Context: an optimization exercise on an open-source flow, tuned for small area and a short achievable clock period. The choices shown serve that exercise and are no tape-out recipe. The RTL was checked by simulation tests, not by an equivalence proof against the original design. Power figures rest on the tool's default switching activity, not on a simulated workload.

== build 26 ==
## mem_responder
module mem_responder #(
   parameter int DATA_W      = 16,
   parameter int ADDR_W      = 8,
   parameter int WAIT_CYCLES = 2,
   parameter int PROT_LIMIT  = 16
) (
   input  logic              clk,
   input  logic              reset,
   input  logic [15:0]       mem_addr,
   input  logic [DATA_W-1:0] mem_data_in,
   input  logic              mem_rd,
   input  logic              mem_wr,
   output logic [DATA_W-1:0] mem_data_out,
   output logic              mem_ready,
   output logic              mem_busy,
   output logic              mem_err
);
   localparam int NR = 32;    
   localparam int L  = 8;     
   localparam int NT = 3;     
   localparam int NI = 2;     
   localparam int TSTP = 3;
   localparam int ISTP = 5;
   logic c1_q, c2_q, c3_q, rdy_q, busy_q, erro_q;
   logic accept;
   logic err_q;
   assign accept = ~busy_q & (mem_rd | mem_wr);
   always_ff @(posedge clk or posedge reset) begin
      if (reset) begin
         c1_q   <= 1'b0;
         c2_q   <= 1'b0;
         c3_q   <= 1'b0;
         rdy_q  <= 1'b0;
  ...
==> flow/config.mk <==
export PLATFORM = sky130hd
export DESIGN_NAME = mem_responder
export DESIGN_NICKNAME = mem_responder
export VERILOG_FILES = /design/flow/design.v
export SDC_FILE = /design/flow/constraint.sdc
export NUM_CORES = 4
export LEC_CHECK = 0
export CAP_MARGIN = 20
export CORE_MARGIN = 2
export CORE_UTILIZATION = 60
export CTS_BUF_LIST = sky130_fd_sc_hd__clkbuf_8 sky130_fd_sc_hd__clkbuf_16
export CTS_CLUSTER_DIAMETER = 70
export CTS_CLUSTER_SIZE = 30
export SETUP_SLACK_MARGIN = 1.9
export SLEW_MARGIN = 20
export TNS_END_PERCENT = 10
==> flow/constraint.sdc <==
create_clock -name core_clock -period 4.0 [get_ports {clk}]
set_input_delay 0.8000 -clock core_clock [delete_from_list [all_inputs] [get_ports {clk}]]
set_output_delay 0.8000 -clock core_clock [all_outputs]
set_load 0.01 [all_outputs]
run.sh (not shown) runs the stock make flow with config.mk's settings and CLKGATE_MAP_FILE= SYNTH_SCRIPT=/design/flow/synth_recipe.tcl, a recipe that flattens the netlist after the stock synthesis.
Input changes introduced in build 82 (baseline for comparison: build 26):
# build 26
export LEC_CHECK = 0
export CAP_MARGIN = 20
export CORE_MARGIN = 2
export CORE_UTILIZATION = 60
export CTS_BUF_LIST = sky130_fd_sc_hd__clkbuf_8 sky130_fd_sc_hd__clkbuf_16
export CTS_CLUSTER_DIAMETER = 70
export CTS_CLUSTER_SIZE = 30
export SETUP_SLACK_MARGIN = 1.9
export SLEW_MARGIN = 20
export TNS_END_PERCENT = 10
create_clock -name core_clock -period 4.0 [get_ports {clk}]
# build 82
export LEC_CHECK = 0
export CAP_MARGIN = 20
export CORE_MARGIN = 2
export CORE_UTILIZATION = 60
export CTS_BUF_LIST = sky130_fd_sc_hd__clkbuf_8 sky130_fd_sc_hd__clkbuf_16
export CTS_CLUSTER_DIAMETER = 70
export CTS_CLUSTER_SIZE = 30
export SETUP_SLACK_MARGIN = 1.8
export SLEW_MARGIN = 20
create_clock -name core_clock -period 4.0 [get_ports {clk}]
Notes after the runs:
For build 26 and build 82, there was not a single run that failed to finish clean. [compare] base=build 26 new=build 82: final number of hold-violating endpoints barely changed, post-detailed-routing wire length picked up an extra about 0.44%, number of setup violations in the final report comparable. Going from build 26 to build 82, wire length on met1 shrank slightly. Compared with build 26, build 82 shows global routing usage summed across all routing layers higher by 0.31 points.
> inputs changed (build 82 -> build 31)
# build 82
export LEC_CHECK = 0
export CAP_MARGIN = 20
export CORE_MARGIN = 2
export CORE_UTILIZATION = 60
export CTS_BUF_LIST = sky130_fd_sc_hd__clkbuf_8 sky130_fd_sc_hd__clkbuf_16
export CTS_CLUSTER_DIAMETER = 70
export CTS_CLUSTER_SIZE = 30
export SETUP_SLACK_MARGIN = 1.8
export SLEW_MARGIN = 20
create_clock -name core_clock -period 4.0 [get_ports {clk}]
# build 31
export LEC_CHECK = 0
export CAP_MARGIN = 20
export CORE_MARGIN = 2
export CORE_UTILIZATION = 60
export CTS_BUF_LIST = sky130_fd_sc_hd__clkbuf_8 sky130_fd_sc_hd__clkbuf_16
export CTS_CLUSTER_DIAMETER = 70
export CTS_CLUSTER_SIZE = 30
export SETUP_SLACK_MARGIN = 1.9
export SLEW_MARGIN = 20
create_clock -name core_clock -period 4.0 [get_ports {clk}]
--- outcome ---
Clock-buffer cell count grows slightly when moving from build 82 to build 31. Compared with build 82, in build 31 synthesis-to-layout area growth climbed 0.66 points, cell area rose by 0.60%. Against build 82, post-route non-filler standard cell count in build 31 rose slightly. Any difference in insertion delay of the later-clocked pin in the worst-skew pair between build 31 and build 82 is small enough to ignore. Sort build 82 and build 31 by sequential share of layout area, descending, and build 82 comes first. Final total power sits higher in build 31 than in build 82. Between build 82 and build 31, minimum period implied by the final worst setup slack decreased.
Modified inputs, build 70 compared to build 31
# build 31
export LEC_CHECK = 0
export CAP_MARGIN = 20
export CORE_MARGIN = 2
export CORE_UTILIZATION = 60
export CTS_BUF_LIST = sky130_fd_sc_hd__clkbuf_8 sky130_fd_sc_hd__clkbuf_16
export CTS_CLUSTER_DIAMETER = 70
export CTS_CLUSTER_SIZE = 30
export SETUP_SLACK_MARGIN = 1.9
export SLEW_MARGIN = 20
create_clock -name core_clock -period 4.0 [get_ports {clk}]
# build 70
export LEC_CHECK = 0
export CAP_MARGIN = 20
export CORE_MARGIN = 2
export CORE_UTILIZATION = 65
export CTS_BUF_LIST = sky130_fd_sc_hd__clkbuf_8 sky130_fd_sc_hd__clkbuf_16
export CTS_CLUSTER_DIAMETER = 70
export CTS_CLUSTER_SIZE = 30
export SETUP_SLACK_MARGIN = 1.9
export SLEW_MARGIN = 20
create_clock -name core_clock -period 4.0 [get_ports {clk}]
==> results.txt <==
Summary of build 70 over build 31: part of the total power dissipated in combinational logic level, setup slack shrank by 140 ps, share of total power in the clock network moved down, final routed wirelength across all metal layers fell 2.0%, number of buffers inserted by post-CTS setup repair moved down. Build 70 against build 31: final setup skew rose by 12 ps; utilization rose by 5.0 points; number of stages on the worst setup path rose by 4. Area of the core of build 70 falls short of that of build 31 by a little under 10%. [build 70] synthesis-to-finish area growth fell 0.75 points relative to build 31.

static timing again, ports no longer ideal:
Ports are ideal in the flow. The routed layouts listed here were re-timed in OpenROAD.
Step 1: set_driving_cell puts a clkbuf_16 on clk and a buf_2 on each other input, an assumption about the parent block.
Step 2 adds t to the input delays and takes it off the output delays; t is the mean of the earliest and latest rising clock arrival at the registers after step 1. Input paths then give back, and output paths get back, about the clock's delay inside the block.
a / b / c = ideal ports / drivers / drivers and shift; a / b = the first two.
run | shift t [ns] | setup slack, ns | worst hold slack (ns) | slew at the worst register clock pin (ns) | worst data-port slew with drivers (ns)
build 26 | 0.961 | 1.617 / 1.617 / 0.999 | 0.241 / 0.173 / 0.297 | 0.12 / 0.12 | 0.07
build 82 | 0.970 | 1.651 / 1.651 / 0.969 | 0.202 / 0.129 / 0.307 | 0.12 / 0.12 | 0.06
build 31 | 0.972 | 1.753 / 1.659 / 1.068 | 0.308 / 0.273 / 0.308 | 0.12 / 0.12 | 0.06
build 70 | 0.968 | 1.608 / 1.608 / 1.025 | 0.200 / 0.118 / 0.311 | 0.12 / 0.12 | 0.07
After both steps setup and hold are still met in every run listed. The setup slack of build 31, which loses most, moves by -0.094 ns with the drivers and by -0.685 ns with both steps.
